From an optimization exercise on the open Yosys and OpenROAD flow, aimed at small area; shortcuts taken in it are not production practice.
Only simulation tests tie the RTL to the original design; equivalence was not proved.
No activity file was given, so power comes from the tool's default toggle rates.

## old
// branch_predictor
module branch_predictor #(
    parameter int ENTRIES = 64,
    parameter int TAG_W   = 8,
    parameter int GHR_W   = 6
) (
    input  logic             clk,
    input  logic             reset,
    input  logic [31:0]      IF_pc,
    output logic             pred_taken,
    output logic [31:0]      pred_target,
    output logic             pred_hit,
    output logic [GHR_W-1:0] pred_ghr,
    input  logic             upd_valid,
    input  logic [31:0]      upd_pc,
    input  logic             upd_taken,
    input  logic [31:0]      upd_target,
    input  logic             upd_is_cond,
    input  logic             upd_mispred,
    input  logic [GHR_W-1:0] upd_ghr,
    output logic [31:0]      mispred_cnt
);
Size in the first run: about 5400 cells after synthesis, ~2800 flip-flops, roughly 180 I/O pins, roughly 100000 um^2 of cells after synthesis.
clock: 7.0 ns
lec_check: 0
cap_margin: 20
core_margin: 2
core_utilization: 65
cts_buf_list: sky130_fd_sc_hd__clkbuf_16
cts_cluster_diameter: 60
cts_cluster_size: 30
place_density: 0.75
setup_slack_margin: 0.15
slew_margin: 20
synth_hierarchical: 1
synth_minimum_keep_size: 0
standard.sh (not shown) runs the stock make flow with config.mk's settings and CLKGATE_MAP_FILE= SYNTH_SCRIPT=/design/flow/synth_recipe.tcl, a recipe that flattens the netlist after the stock synthesis.
==> flow/flow/run.sh <==
#!/bin/bash
# The standard layout, with plain buffers on the ports and no CTS dummy loads.
set -euo pipefail
export BUFFER_PORTS_ARGS="-buffer_cell sky130_fd_sc_hd__buf_2"
export CTS_ARGS="-sink_clustering_enable -repair_clock_nets -dont_use_dummy_load -sink_clustering_size 30 -sink_clustering_max_diameter 60 -buf_list sky130_fd_sc_hd__clkbuf_16"
bash standard.sh > standard_flow.log 2>&1
Setup changes, old to new
Settings: changing CORE_UTILIZATION from 65 to 60; changing CTS_CLUSTER_DIAMETER from 60 to 55; changing PLACE_DENSITY from 0.75 to 0.7; changing CTS_BUF_LIST from sky130_fd_sc_hd__clkbuf_16 to sky130_fd_sc_hd__clkbuf_8; changing CTS_CLUSTER_SIZE from 30 to 18.
==> flow/flow/run.sh <==
#!/bin/bash
# The standard layout, with plain buffers on the ports and no CTS dummy loads.
set -euo pipefail
export BUFFER_PORTS_ARGS="-buffer_cell sky130_fd_sc_hd__buf_2"
export CTS_ARGS="-sink_clustering_enable -repair_clock_nets -dont_use_dummy_load -sink_clustering_size 18 -sink_clustering_max_diameter 55 -buf_list sky130_fd_sc_hd__clkbuf_8"
bash standard.sh > standard_flow.log 2>&1
--- outcome ---
- The final layouts of old and new pass the timing, design-rule and antenna checks.
- The estimated power of new ends up lower than the estimate for old.
- In new relative to old, final cell count without fillers had gone up by a few percent.
- Looking at total routing usage reported by global routing across old and new, the one that comes out lower is old.
- Diff old -> new: clock buffer count from CTS climbed 47, power per unit of standard cell area dropped about 3.6%.
- Maximum vdd ir drop: new < old

---

## run B
Another version of the RTL of branch_predictor (not shown whole).
Size in the first run: about 5300 cells after synthesis, about 2800 flip-flops, roughly 0.10 sq mm of cells after synthesis.
==> flow/config.mk <==
export PLATFORM = sky130hd
export DESIGN_NAME = branch_predictor
export DESIGN_NICKNAME = branch_predictor
export VERILOG_FILES = /design/flow/design.v
export SDC_FILE = /design/flow/constraint.sdc
export NUM_CORES = 4
export LEC_CHECK = 0
export CAP_MARGIN = 10
export CORE_MARGIN = 2
export CORE_UTILIZATION = 60
export CTS_BUF_LIST = sky130_fd_sc_hd__clkbuf_8
export CTS_CLUSTER_DIAMETER = 55
export CTS_CLUSTER_SIZE = 18
export PLACE_DENSITY = 0.7
export SETUP_SLACK_MARGIN = 0.15
export SLEW_MARGIN = 10
export SYNTH_HIERARCHICAL = 1
export SYNTH_MINIMUM_KEEP_SIZE = 0
==> flow/constraint.sdc <==
create_clock -name core_clock -period 7.0 [get_ports {clk}]
set_input_delay 1.4000 -clock core_clock [delete_from_list [all_inputs] [get_ports {clk}]]
set_output_delay 1.4000 -clock core_clock [all_outputs]
set_load 0.01 [all_outputs]
==> flow/flow/run.sh <==
#!/bin/bash
# The standard layout, with plain buffers on the ports and no CTS dummy loads.
set -euo pipefail
export BUFFER_PORTS_ARGS="-buffer_cell sky130_fd_sc_hd__buf_2"
export CTS_ARGS="-sink_clustering_enable -repair_clock_nets -dont_use_dummy_load -sink_clustering_size 18 -sink_clustering_max_diameter 55 -buf_list sky130_fd_sc_hd__clkbuf_8"
bash standard.sh > standard_flow.log 2>&1
Inputs modified between run B and run A:
diff --git a/flow/config.mk b/flow/config.mk
--- a/flow/config.mk
+++ b/flow/config.mk
@@ -8 +8 @@
-export CAP_MARGIN = 10
+export CAP_MARGIN = 20
@@ -16 +16 @@
-export SLEW_MARGIN = 10
+export SLEW_MARGIN = 20
[summary]
Run A | stages: all done | timing, DRC, antenna: all pass
Going from run B to run A, the worst slack at placement was found to have gone down by 0.017 ns.
Between run B and run A, the difference in number of vias in the routed layout is negligible.
~same worst hold slack in run B and run A
The proportion of final cell area spent on non-clock buffers of run A and that of run B are within noise of each other.
Run A against run B: setup slack shows an increase of 0.042 ns, routed length on met3 now sits at about the same level, critical path depth went down, clock-net power roughly the same, routed wire length barely changed.
Run A -> run B: overall power after layout flat

static timing again, ports no longer ideal:
In the flow no input, the clock included, has a driving cell. The finished layouts below were timed again as built, in two steps.
Step 1 sets driving cells, clkbuf_16 on the clock port and buf_2 on the other inputs (assumed; they add their load-dependent delay and slew).
Step 2 times the ports against the registers' clock, not the clock port: input delays grow and output delays shrink by t, the midpoint of the rising clock arrivals with the driver on.
a / b / c = ideal ports / drivers / drivers and shift; a / b = the first two.
run | t (ns) | slack for setup (ns) | latest minus earliest clock arrival (ns)
old | 0.861 | 0.115 / 0.051 / 0.051 | 0.089 / 0.088
new | 1.030 | 0.198 / 0.073 / 0.073 | 0.139 / 0.140
run B | 1.046 | 0.215 / 0.113 / 0.113 | 0.105 / 0.105
run A | 1.044 | 0.258 / 0.159 / 0.159 | 0.109 / 0.109
After both steps every run listed still meets setup and hold. The setup slack of new, which loses most, moves by -0.125 ns with the drivers and by -0.125 ns with both steps.
